Background: an optimization exercise with open tools, aiming at small area. Do not read the settings as production practice.
Only simulation tests tie the RTL to the original design; equivalence was not proved.
Power is estimated from default activity; no workload was simulated.

===== flow/config.mk =====
export PLATFORM = sky130hd
export DESIGN_NAME = audio_seq_synth
export DESIGN_NICKNAME = audio_seq_synth
export VERILOG_FILES = /design/flow/design.v
export SDC_FILE = /design/flow/constraint.sdc
export NUM_CORES = 4
export LEC_CHECK = 0
export CAP_MARGIN = 20
export CORE_MARGIN = 2
export CORE_UTILIZATION = 40
export CTS_BUF_LIST = sky130_fd_sc_hd__clkbuf_8
export CTS_CLUSTER_DIAMETER = 60
export CTS_CLUSTER_SIZE = 16
export SLEW_MARGIN = 20
export SYNTH_HIERARCHICAL = 1

===== flow/constraint.sdc =====
create_clock -name core_clock -period 10.0 [get_ports {clk}]
set_input_delay 2.0000 -clock core_clock [delete_from_list [all_inputs] [get_ports {clk}]]
set_output_delay 2.0000 -clock core_clock [all_outputs]
set_load 0.01 [all_outputs]

===== flow/design.v =====
module audio_seq_synth #(
  parameter int NUM_CH    = 2,
  parameter int DEPTH     = 64,
  parameter int HP_W      = 7,
  parameter int TICK_DIV  = 4,
  parameter int SUB_TICKS = 32,
  parameter int SUBSTEPS  = 8,
  parameter int GATE      = 4,
  localparam int ADDR_W   = $clog2(DEPTH),
  localparam int CH_W     = (NUM_CH > 1) ? $clog2(NUM_CH) : 1
) (
  input  logic              clk,
  input  logic              rst,
  input  logic              run,
  input  logic              wr_en,
  input  logic [CH_W-1:0]   wr_ch,
  input  logic [ADDR_W-1:0] wr_addr,
  input  logic [HP_W-1:0]   wr_data,
  input  logic [ADDR_W-1:0] loop_end,
  output logic              audio,
  output logic [NUM_CH-1:0] ch_out,
  output logic [ADDR_W-1:0] step,
  output logic              beat
);
  localparam int PRE_W = (TICK_DIV > 1) ? $clog2(TICK_DIV) : 1;
  localparam int TC_W  = (SUB_TICKS > 1) ? $clog2(SUB_TICKS) : 1;
  localparam int SUB_W = (SUBSTEPS > 1) ? $clog2(SUBSTEPS) : 1;
  localparam logic [PRE_W-1:0]  PRE_MAX  = PRE_W'(TICK_DIV - 1);
  localparam logic [ADDR_W-1:0] STEP_MAX = ADDR_W'(DEPTH - 1);
  localparam int RL = DEPTH;
  localparam int NM = RL / 2;
  localparam int M_W = $clog2(NM);
  logic [NUM_CH-1:0][RL-1:0][HP_W-1:0] ring;
  logic [HP_W-1:0]   tap    [NUM_CH];
  logic [HP_W-1:0]   cur    [NUM_CH];
  logic [HP_W-1:0]   hp_cur [NUM_CH];
  logic [HP_W-1:0]   hp_ctr [NUM_CH];
  logic [ADDR_W-1:0] rot;
  logic [PRE_W-1:0]  presc;
  logic [TC_W-1:0]   tc;
  logic [SUB_W-1:0]  sub;
  logic              acc;
  logic [ADDR_W-1:0] step_p1;
  logic [ADDR_W-1:0] next_step;
  logic              tick;
  logic              boundary;
  logic              gate;
  logic              late;       
  logic              wrap_pt;
  localparam int TB_W = SUB_W + TC_W + PRE_W;
  logic [TB_W-1:0] tb_cnt;
  assign presc    = tb_cnt[PRE_W-1:0];
  assign tc       = tb_cnt[PRE_W +: TC_W];
  assign sub      = tb_cnt[PRE_W+TC_W +: SUB_W];
  assign tick     = run && (presc == PRE_MAX);
  assign boundary = run && (tb_cnt == '1);
  assign late     = !(32'(sub) < 32'(GATE));
  assign gate     = run && !late;
  always_comb begin
    wrap_pt = 1'b0;
    wrap_pt = (step == loop_end) || (step == STEP_MAX);
    step_p1   = step + 1'b1;
    next_step = wrap_pt ? '0 : step_p1;
  end
  logic              clr2;       
  logic              clear;
  logic              wr_ok;
  logic [ADDR_W-1:0] wpos;
  logic              wa_en;      
  logic [M_W-1:0]    wa_m;       
  logic              p_val;      
  logic              p_ch;
  logic [M_W-1:0]    p_m;
  logic [HP_W-1:0]   p_data;
  logic              pb_en;
  logic [HP_W-1:0]   bus_a, bus_b;
  assign clear = rst || clr2;
  assign wr_ok = wr_en && !rst;
  assign wpos  = wr_addr - rot;
  assign wa_en = wr_ok && !wpos[0];
  assign wa_m  = wpos[ADDR_W-1:1];
  assign pb_en = p_val && !(wa_en && (wr_ch == p_ch) && (wa_m == p_m));
  assign bus_a = wr_data;
  assign bus_b = clear ? '0 : p_data;
  always_ff @(posedge clk or posedge rst) begin
    if (rst) begin
      rot   <= '0;
      clr2  <= 1'b1;
      p_val <= 1'b0;
    end else begin
      rot   <= rot - 1'b1;
      clr2  <= 1'b0;
      p_val <= wr_ok && wpos[0];
    end
  end
  always_ff @(posedge clk) begin
    p_ch   <= wr_ch;
    p_m    <= wpos[ADDR_W-1:1] + 1'b1;
    p_data <= wr_data;
  end
  localparam int NHI = (NM + 7) / 8;
  logic [NHI-1:0] a_hi_n [NUM_CH];
  logic [NHI-1:0] b_hi_n [NUM_CH];
  logic [7:0]     a_lo_n, b_lo_n;
  always_comb begin
    for (int j = 0; j < 8; j++) begin
      a_lo_n[j] = !(wa_m[2:0] == 3'(j));
      b_lo_n[j] = !(clear || (p_m[2:0] == 3'(j)));
    end
    for (int c = 0; c < NUM_CH; c++)
      for (int i = 0; i < NHI; i++) begin
        a_hi_n[c][i] = !(wa_en && (32'(wr_ch) == c) && (32'(wa_m[M_W-1:3]) == i));
        b_hi_n[c][i] = !(clear || (pb_en && (32'(p_ch) == c) &&
                                   (32'(p_m[M_W-1:3]) == i)));
      end
  end
  logic [NM-1:0] sel_a [NUM_CH];
  logic [NM-1:0] sel_b [NUM_CH];
  logic [NM-1:0] sel_h [NUM_CH];
  for (genvar c = 0; c < NUM_CH; c++) begin : g_sel
    for (genvar m = 0; m < NM; m++) begin : g_m
      audseq_pos_sel u_s (
        .a_hi_n(a_hi_n[c][m/8]), .a_lo_n(a_lo_n[m%8]),
        .b_hi_n(b_hi_n[c][m/8]), .b_lo_n(b_lo_n[m%8]),
        .sel_a(sel_a[c][m]), .sel_b(sel_b[c][m]));
      audseq_hold_sel u_h (
        .sel_a(sel_a[c][m]), .sel_b(sel_b[c][m]), .sel_h(sel_h[c][m]));
    end
  end
  for (genvar c = 0; c < NUM_CH; c++) begin : g_ch
    assign tap[c] = ring[c][0];
    for (genvar k = 0; k < RL; k++) begin : g_pos
      if (k % 2 == 0) begin : g_wr
        localparam bit BUS_INV = ((k / 2) % 2 == 0);
        logic [HP_W-1:0] da, db;
        assign da = BUS_INV ? ~bus_a : bus_a;
        assign db = BUS_INV ? ~bus_b : bus_b;
        for (genvar b = 0; b < HP_W; b++) begin : g_bit
          audseq_ring_bit u_b (
            .clk(clk), .sel_h(sel_h[c][k/2]), .sel_a(sel_a[c][k/2]),
            .sel_b(sel_b[c][k/2]), .prev(ring[c][(k + RL - 1) % RL][b]),
            .da(da[b]), .db(db[b]), .q(ring[c][k][b]));
        end
      end else begin : g_pass
        always_ff @(posedge clk)
          ring[c][k] <= ring[c][k-1];
      end
    end
  end
  logic [NUM_CH-1:0] wch;
  logic wr_cur, wr_nxt, wr_0, fill_nxt, fill_0;
  always_comb
    for (int c = 0; c < NUM_CH; c++)
      wch[c] = wr_en && (32'(wr_ch) == c);
  assign wr_cur   = (wr_addr == step);
  assign wr_nxt   = (wr_addr == step_p1);
  assign wr_0     = (wr_addr == '0);
  assign fill_nxt = (rot == step);      
  assign fill_0   = (rot == '1);        
  always_ff @(posedge clk or posedge rst) begin
    if (rst) begin
      for (int c = 0; c < NUM_CH; c++)
        cur[c] <= '0;
    end else begin
      for (int c = 0; c < NUM_CH; c++) begin
        if (!late) begin
          if (wch[c] && wr_cur)
            cur[c] <= wr_data;
        end else if (boundary && wrap_pt)
          cur[c] <= (wch[c] && wr_0) ? wr_data : hp_cur[c];
        else if (wch[c] && wr_nxt)
          cur[c] <= wr_data;
        else if (fill_nxt && !boundary)
          cur[c] <= tap[c];
      end
    end
  end
  always_ff @(posedge clk or posedge rst) begin
    if (rst) begin
      tb_cnt <= '0;
      step   <= '0;
      beat   <= 1'b0;
    end else begin
      beat <= boundary;
      if (run) begin
        tb_cnt <= tb_cnt + 1'b1;
        if (boundary)
          step <= next_step;
      end
    end
  end
  logic [HP_W-1:0] hp_inc [NUM_CH];
  always_comb
    for (int c = 0; c < NUM_CH; c++)
      hp_inc[c] = hp_ctr[c] + 1'b1;
  logic [NUM_CH-1:0] restart;
  always_comb
    for (int c = 0; c < NUM_CH; c++)
      restart[c] = !gate || (hp_cur[c] == '0);
  always_ff @(posedge clk) begin
    for (int c = 0; c < NUM_CH; c++)
      if (rst || restart[c] || (tick && hp_inc[c] == hp_cur[c]))
        hp_ctr[c] <= '0;
      else if (tick)
        hp_ctr[c] <= hp_inc[c];
  end
  always_ff @(posedge clk or posedge rst) begin
    if (rst) begin
      for (int c = 0; c < NUM_CH; c++)
        hp_cur[c] <= '0;
      ch_out <= '0;
    end else begin
      for (int c = 0; c < NUM_CH; c++) begin
        if (!late) begin
          if (!run)
            hp_cur[c] <= cur[c];
        end else if (boundary) begin
          if (!wrap_pt)
            hp_cur[c] <= cur[c];
        end else if (wch[c] && wr_0)
          hp_cur[c] <= wr_data;
        else if (fill_0)
          hp_cur[c] <= tap[c];
        if (restart[c])
          ch_out[c] <= 1'b0;
        else if (tick && hp_inc[c] == hp_cur[c])
          ch_out[c] <= ~ch_out[c];
      end
    end
  end
  always_ff @(posedge clk or posedge rst) begin
    if (rst) begin
      acc   <= 1'b0;
      audio <= 1'b0;
    end else if (!run) begin
      audio <= 1'b0;
    end else begin
      audio <= (acc & ch_out[0]) | (acc & ch_out[1]) | (ch_out[0] & ch_out[1]);
      acc   <= acc ^ ch_out[0] ^ ch_out[1];
    end
  end
endmodule
module audseq_ring_bit (
  input  logic clk,
  input  logic sel_h,
  input  logic sel_a,
  input  logic sel_b,
  input  logic prev,
  input  logic da,
  input  logic db,
  output logic q
);
  always_ff @(posedge clk)
    q <= ~((prev & sel_h) | (da & sel_a) | (db & sel_b));
endmodule
module audseq_pos_sel (
  input  logic a_hi_n,
  input  logic a_lo_n,
  input  logic b_hi_n,
  input  logic b_lo_n,
  output logic sel_a,
  output logic sel_b
);
  assign sel_a = !(a_hi_n || a_lo_n);
  assign sel_b = !(b_hi_n || b_lo_n);
endmodule
module audseq_hold_sel (
  input  logic sel_a,
  input  logic sel_b,
  output logic sel_h
);
  assign sel_h = !(sel_a || sel_b);
endmodule

===== flow/run.sh =====
#!/bin/bash
# synth_recipe.tcl (not shown) runs the flow's synth.tcl, then flattens the netlist and writes it again
# the make line also repeats each setting of config.mk as NAME=value (left out here)
make -C /OpenROAD-flow-scripts/flow DESIGN_CONFIG=/design/flow/config.mk WORK_HOME=/design/flow/orfs CLKGATE_MAP_FILE= SYNTH_SCRIPT=/design/flow/synth_recipe.tcl finish

==> impl_metrics.csv <==
group,metric,value,unit
run_status,outcome,"no timing/DRC/antenna violations",
clock_tree,clock_path_buffers,3,
finish,final_nets,2361,
detailed_routing,top_layer,"met5",
timing,max_slew_margin,15.2,%
min_path,worst_hold_path_type,"register to register",
synth,syn_nets,2245,
timing,final.setup.tns,0,ns
timing,min_period,6.00,ns
floorplanning,die_area,74500,µm²
timing,grt_setup_unrepaired,"false",
setup_path,start_kind,"input pin",
timing,final_hold_viol_count,0,
clock_tree,clock_latency,0.71,ns
detailed_routing,route.met2.wl,40.4,mm
detailed_routing,drt-total-wl,90.7,mm
clock_tree,cts_made_buffers,76,
setup_path,crit_start,"wr_addr[0]",
timing,tightest_slew,1.27,ns
setup_path,cp.depth,14,
clock_tree,hold_buffers,0,
detailed_routing,drtPass1Iterations,15,
synth,ys_warn_count,473,
detailed_routing,wl_per_cell,27.5,µm
finish,layout-drive-gt1-share,8.50,%
setup_path,crit_family,"compound AO/OA/AOI/OAI gates",
floorplanning,die_width,273,µm
floorplanning,core,71600,µm²
global_route,antenna_found_initial,2,
floorplanning,initial_core_util,40.4,%
setup_path,slowest_delay,0.82,ns
detailed_routing,vias,20923,
detailed_routing,drt-initial-drc-count,3727,
timing,setup_viol,0,
setup_path,cp-end-kind,"register",
clock_tree,root_buffer,"clkbuf_8",
synth,synth-seq-cells,980,
min_path,hold_start,"g_ch[0].g_pos[48].g_wr.g_bit[0].u_b.q",
setup_path,crit_slowest_cell,"a21oi_1",
finish,area_growth,10.2,%
placement,io_buffers,33,
setup_path,r2r-start,"rot[0]",
floorplanning,pin_count,34,
setup_path,crit_required,10.53,ns
setup_path,worstPathMaxFanout,8,
timing,slew_viol_final,0,
floorplanning,rows,98,
detailed_routing,ant_nets,0,
setup_path,path_cells,"clkdlybuf4s50_1 -> inv_1 -> ha_1 -> inv_1 -> fa_1 -> a21o_1 -> a21oi_1 -> xnor3_1 -> nor4_1 -> nand3b_1 -> a21oi_1 -> nor2_1 -> nor2_1 -> a222oi_1",
timing,fin_ws,4.00,ns
timing,skew,0.0378,ns
pwr,p_per_area,229,nW/µm²
synth,synth_edf_count,0,
job,maxCapViolations,0,
clock_tree,cts_sinks,980,
floorplanning,fp.dieH,273,µm
clock_tree,tritoncts,"yes",
detailed_routing,met3_length,9.00,mm
pwr,ir_worst_vdd,0.108,mV
setup_path,path_buf_inv,3,
clock_tree,htree_num_levels,3,
synth,synth_area,29000,µm²
synth,synthArstFlopShare,5.82,%
placement,pre_cts_slack,3.29,ns
setup_path,crit_arrival,6.52,ns
global_route,grt_pass1_vias,20217,
timing,clock.fmax,167,MHz
pwr,p_leak,11.8,nW
global_route,grt_pass1_wl,131,mm
setup_path,rr_worst_depth,12,
synth,ys.flop_type,"dfxtp_1",
clock_tree,cts_resized,0,
global_route,grt_start_max_net_pins,60,
detailed_routing,routedLengthMet1,36.6,mm
synth,synthDistinctLibCells,80,
detailed_routing,drcViolationCount,0,
synth,synth-seq-area-share,68.8,%
clock_tree,post-cts-setup-buffers,0,
timing,finalCritPeriodShare,60.0,%
placement,gp_congestion,0.870,
synth,syn_avg_cell_area,13.1,µm²
global_route,gr-usage-all-layers,23.6,%
min_path,holdPathStages,0,
global_route,overflow,0,
setup_path,crit_type,"input pin to register",
clock_tree,cts.clk_slew.worst_paths,0.10,ns
placement,dp_hpwl,50.9,mm
detailed_routing,viasPerCell,6.35,
synth,synthesis.instances,2202,
[metrics by stage]
step	instances	cell area, µm²	total power [W]	utilization (%)	hold slack, ns
floorplan	2202	29000	0.00499	-	0.310
global placement	3190	30600	0.00527	42.7	0.310
detailed placement	3190	30600	0.00529	42.7	0.312
CTS	3291	31900	0.00731	44.5	0.318
global route	3292	31900	0.00757	44.6	0.321
finish	3293	31900	0.00730	44.6	0.321
[cell type report]
class | count | area [µm²]
inverter | 42 | 158
tap | 950 | 1190
clock inverter | 21 | 216
sequential | 980 | 19900
fill | 6526 | 39700
timing repair buffer | 69 | 566
clock buffer | 80 | 1100
antenna | 2 | 5.00
multi-input combinational | 1149 | 8770
[where the power goes]
| group | leakage (nW) | internal (W) | switching (W) | total (W) |
|---|---|---|---|---|
| clock network | 0.697 | 0.000803 | 0.00127 | 0.00207 |
| registers | 8.44 | 0.00440 | 0.000187 | 0.00459 |
| logic | 2.67 | 0.000236 | 0.000404 | 0.000640 |
[layout by cell type, fill, tap and decap left out, drive strengths merged, types with 14 or more instances in the layout]
cell / n
a222oi: 448
dfrtp: 56
xnor2: 36
buf: 43
nand2: 78
xor2: 32
a21boi: 14
inv: 56
nor3: 24
clkdlybuf4s50: 26
o21ai: 38
a22oi: 14
nor2: 229
dfxtp: 923
nand3: 22
ha: 17
clkbuf: 80
a31oi: 26
a21oi: 53
[registers in the layout (all words and copies together) (netlist names)]
| signal | count |
|---|---|
| g_ch.g_pos.g_wr.g_bit.u_b.q | 448 |
| ring | 448 |
| cur | 14 |
| hp_ctr | 14 |
| hp_cur | 14 |
| tb_cnt | 10 |
| p_data | 7 |
| rot | 6 |
| step | 6 |
| p_m | 5 |
| ch_out | 2 |
| acc | 1 |
| audio | 1 |
| beat | 1 |
| clr2 | 1 |
| p_ch | 1 |
| p_val | 1 |
[final timing paths]
check	to	slack (ns)
max in group asynchronous	rot[1]	7.33
setup reg to reg	g_ch[0].g_pos[50].g_wr.g_bit[0].u_b.q	5.47
min in group asynchronous	p_val	2.12
setup / recovery	g_ch[0].g_pos[50].g_wr.g_bit[0].u_b.q	4.00
hold reg to reg	ring[343]	0.32
hold / removal	ring[343]	0.32
[layer usage]
metal	vias up	global-route usage [%]
li1	9057	-
met1	10306	31.1
met2	1272	36.7
met3	286	4.78
met4	2	11.8
met5	-	0
[synth_stat cells, types with 9 or more instances]
cell,instances,area [µm²]
dfxtp_1,923,18500
a222oi_1,448,4480
nor2_1,229,860
nand2_1,78,293
dfrtp_1,56,1400
a21oi_1,51,255
inv_1,42,158
o21ai_0,35,175
xnor2_1,35,307
xor2_1,31,272
a31oi_1,24,150
nor3_1,22,110
nand3_1,21,105
ha_1,17,213
a21boi_0,14,105
a22oi_1,14,105
clkbuf_1,10,37.5
buf_2,9,45.0
[Yosys stat by module, one instance, submodules excluded]
| module | flip-flops and latches | times used | cells |
|---|---|---|---|
| audseq_pos_sel | 0 | 64 | 2 |
| audseq_hold_sel | 0 | 64 | 1 |
| audseq_ring_bit | 1 | 448 | 2 |
| audio_seq_synth | 532 | 1 | 1114 |
[cells by family (layout without fill, tap and decap cells)]
kind of cell,Yosys count,in the layout,synth area share [%]
AOI/OAI and AO/OA,635,635,20.1
xor gates and xnor gates,71,71,2.35
adders and majority gates,19,19,0.873
buffers and inverters,73,212,1.21
DFF,980,980,68.8
muxes,10,10,0.354
other,1,3,0.0130
and+or+nand+nor,413,413,6.38

==> port drivers added, routing unchanged <==
No port has a modelled driver above. Below, the same layout with a new extraction and two added sets of constraints.
Step 1 sets driving cells, clkbuf_16 on the clock port and buf_2 on the other inputs (assumed; they add their load-dependent delay and slew).
Step 2 adds t to the input delays and takes it off the output delays; t is the mean of the earliest and latest rising clock arrival at the registers after step 1. Input paths then give back, and output paths get back, about the clock's delay inside the block.
Three values: no drivers, after step 1, after step 2; two values: the first two.
t (ns): 0.755
slack for setup (ns): 4.002 / 4.032 / 3.277
worst register clock-pin slew, ns: 0.11 / 0.11
After both steps this run still meets setup and hold. The setup slack of this run moves by +0.030 ns with the drivers and by -0.725 ns with both steps.
